This design comes from an exercise in tuning for small area, a short achievable clock period and few clock cycles per item on the open sky130 flow, not from production work.
Only simulation tests tie the RTL to the original design; equivalence was not proved.
Power is estimated from default activity; no workload was simulated.

== north ==
==> flow/design.v (excerpt) <==
module compact_number_encoder (
    input  logic                i_clk,
    input  logic                i_rst_n,
    input  logic                start,
    output logic                busy,
    input  logic                i_func,
    input  logic signed [31:0]  i_int_value,
    input  logic [63:0]         i_real_bits,
    input  logic                i_is_double,
    output logic                o_strobe,
    output logic [7:0]          o_out_byte,
    output logic                o_last_byte,
    input  logic                psel,
    input  logic                penable,
    input  logic                pwrite,
    input  logic [4:0]          paddr,
    input  logic [31:0]         pwdata,
    output logic [31:0]         prdata,
    output logic                pready
);
clock: 9.0 ns
lec_check: 0
cap_margin: 20
core_margin: 2
core_utilization: 50
slew_margin: 20
tns_end_percent: 5
standard.sh (not shown) runs the stock make flow with config.mk's settings and CLKGATE_MAP_FILE= SYNTH_SCRIPT=/design/flow/synth_recipe.tcl, a recipe that flattens the netlist after the stock synthesis.
==> flow/flow/run.sh <==
#!/bin/bash
# Standard ORFS layout with two changes: the port buffers are buf_2 cells
# instead of the default delay-buffer cells (every port still gets its own
# buffer), and timing repair aims for 6 ns of setup slack.
set -euo pipefail
export BUFFER_PORTS_ARGS="-buffer_cell sky130_fd_sc_hd__buf_2"
bash standard.sh SETUP_SLACK_MARGIN=6 synth > synth.log 2>&1
bash standard.sh SETUP_SLACK_MARGIN=6 finish > finish.log 2>&1
Testbench counts of north, summed over its fixed seeds: cycles 14,733, items 3,200.
Edits applied to the flow inputs when going from north to south:
Settings: TNS_END_PERCENT: 5 -> unset; CORE_UTILIZATION: 50 -> 40.
--- a/flow/flow/run.sh
+++ b/flow/flow/run.sh
@@ -4 +4 @@
-# buffer), and timing repair aims for 6 ns of setup slack.
+# buffer), and timing repair aims for 5.6 ns of setup slack.
@@ -7,2 +7,2 @@
-bash standard.sh SETUP_SLACK_MARGIN=6 synth > synth.log 2>&1
-bash standard.sh SETUP_SLACK_MARGIN=6 finish > finish.log 2>&1
+bash standard.sh SETUP_SLACK_MARGIN=5.6 synth > synth.log 2>&1
+bash standard.sh SETUP_SLACK_MARGIN=5.6 finish > finish.log 2>&1
[summary]
The setup slack of south falls short of that of north by 260 ps. north has completed all stages; timing, DRC and antenna checks passed. south went all the way through synthesis, placement and routing and the layout is clean on timing, DRC and antenna. Looking only at first-iteration DRC count, and setting everything else aside, the higher value of south and north goes to north. south vs. north: minimum period implied by the final worst setup slack now sits higher, final design utilization lost 14 points, net count reported at finish lost about 1.3%, post-placement cell area has increased, met3 layer wire length in the routed design shrank by about 18%.

* * *

compact_number_encoder again, from the RTL that the note above started with.
==> flow/config.mk <==
export PLATFORM = sky130hd
export DESIGN_NAME = compact_number_encoder
export DESIGN_NICKNAME = compact_number_encoder
export VERILOG_FILES = /design/flow/design.v
export SDC_FILE = /design/flow/constraint.sdc
export NUM_CORES = 4
export LEC_CHECK = 0
export CAP_MARGIN = 20
export CORE_MARGIN = 2
export CORE_UTILIZATION = 40
export SLEW_MARGIN = 20
export TNS_END_PERCENT = 5
==> flow/constraint.sdc <==
create_clock -name core_clock -period 9.0 [get_ports {i_clk}]
set_input_delay 1.8000 -clock core_clock [delete_from_list [all_inputs] [get_ports {i_clk}]]
set_output_delay 1.8000 -clock core_clock [all_outputs]
set_load 0.01 [all_outputs]
==> flow/flow/run.sh <==
#!/bin/bash
# Standard ORFS layout with two changes: the port buffers are buf_2 cells
# instead of the default delay-buffer cells (every port still gets its own
# buffer), and timing repair aims for 6 ns of setup slack.
set -euo pipefail
export BUFFER_PORTS_ARGS="-buffer_cell sky130_fd_sc_hd__buf_2"
bash standard.sh SETUP_SLACK_MARGIN=6 synth > synth.log 2>&1
bash standard.sh SETUP_SLACK_MARGIN=6 finish > finish.log 2>&1
Testbench counts at the start, summed over its fixed seeds: cycles 14,733, items 3,200.
Then changed:
==> flow/flow/run.sh (replaced) <==
#!/bin/bash
# Standard ORFS layout with two changes: the port buffers are buf_2 cells
# instead of the default delay-buffer cells (every port still gets its own
# buffer), and timing repair aims for 5.6 ns of setup slack.
set -euo pipefail
export BUFFER_PORTS_ARGS="-buffer_cell sky130_fd_sc_hd__buf_2"
bash standard.sh SETUP_SLACK_MARGIN=5.6 synth > synth.log 2>&1
bash standard.sh SETUP_SLACK_MARGIN=5.6 finish > finish.log 2>&1
Combinational power went down by about 5%. Routed wire length fell by 1.0%. Via count went down by 1.1%. Clock power went up by 4.6%. Clock skew went up by 0.0046 ns.
Then changed:
==> flow/flow/run.sh (replaced) <==
#!/bin/bash
# Standard ORFS layout with two changes: the port buffers are buf_2 cells
# instead of the default delay-buffer cells (every port still gets its own
# buffer), and timing repair aims for 6 ns of setup slack.
set -euo pipefail
export BUFFER_PORTS_ARGS="-buffer_cell sky130_fd_sc_hd__buf_2"
bash standard.sh SETUP_SLACK_MARGIN=6 synth > synth.log 2>&1
bash standard.sh SETUP_SLACK_MARGIN=6 finish > finish.log 2>&1
- TNS_END_PERCENT: 5 -> unset
Outcome:
- cell area rises by 10%
- area after synthesis is unchanged
- worst setup slack improves by 0.13 ns
- sequential share of layout area falls by 1.7 points
- total power rises by about 8%
- global-route usage rises by 1.7 points
- sequential power rises by about 5%

==> re-timing with driven ports <==
In the flow no input, the clock included, has a driving cell. The finished layouts below were timed again as built, in two steps.
Step 1 assumes that a clkbuf_16 drives the clock port and a buf_2 every other input.
Step 2 adds t to the input delays and takes it off the output delays; t is the mean of the earliest and latest rising clock arrival at the registers after step 1. Input paths then give back, and output paths get back, about the clock's delay inside the block.
a / b / c = ideal / step 1 / step 2; a / b = the first two.
run | shift t [ns] | setup slack, ns | worst setup path at the end | worst register clock-pin slew, ns
north | 0.495 | 5.733 / 5.647 / 5.151 | input to register | 0.08 / 0.08
south | 0.486 | 5.477 / 5.414 / 4.927 | input to register | 0.08 / 0.08
the first run of note 2 | 0.487 | 5.724 / 5.640 / 5.152 | input to register | 0.08 / 0.08
the second run of note 2 | 0.508 | 5.558 / 5.563 / 5.055 | input to register | 0.08 / 0.08
the third run of note 2 | 0.508 | 5.691 / 5.664 / 5.155 | input to register | 0.07 / 0.07
After both steps setup and hold are still met in every run listed. For north, which loses most, drivers alone change the setup slack by -0.086 ns; drivers and shift together by -0.582 ns.
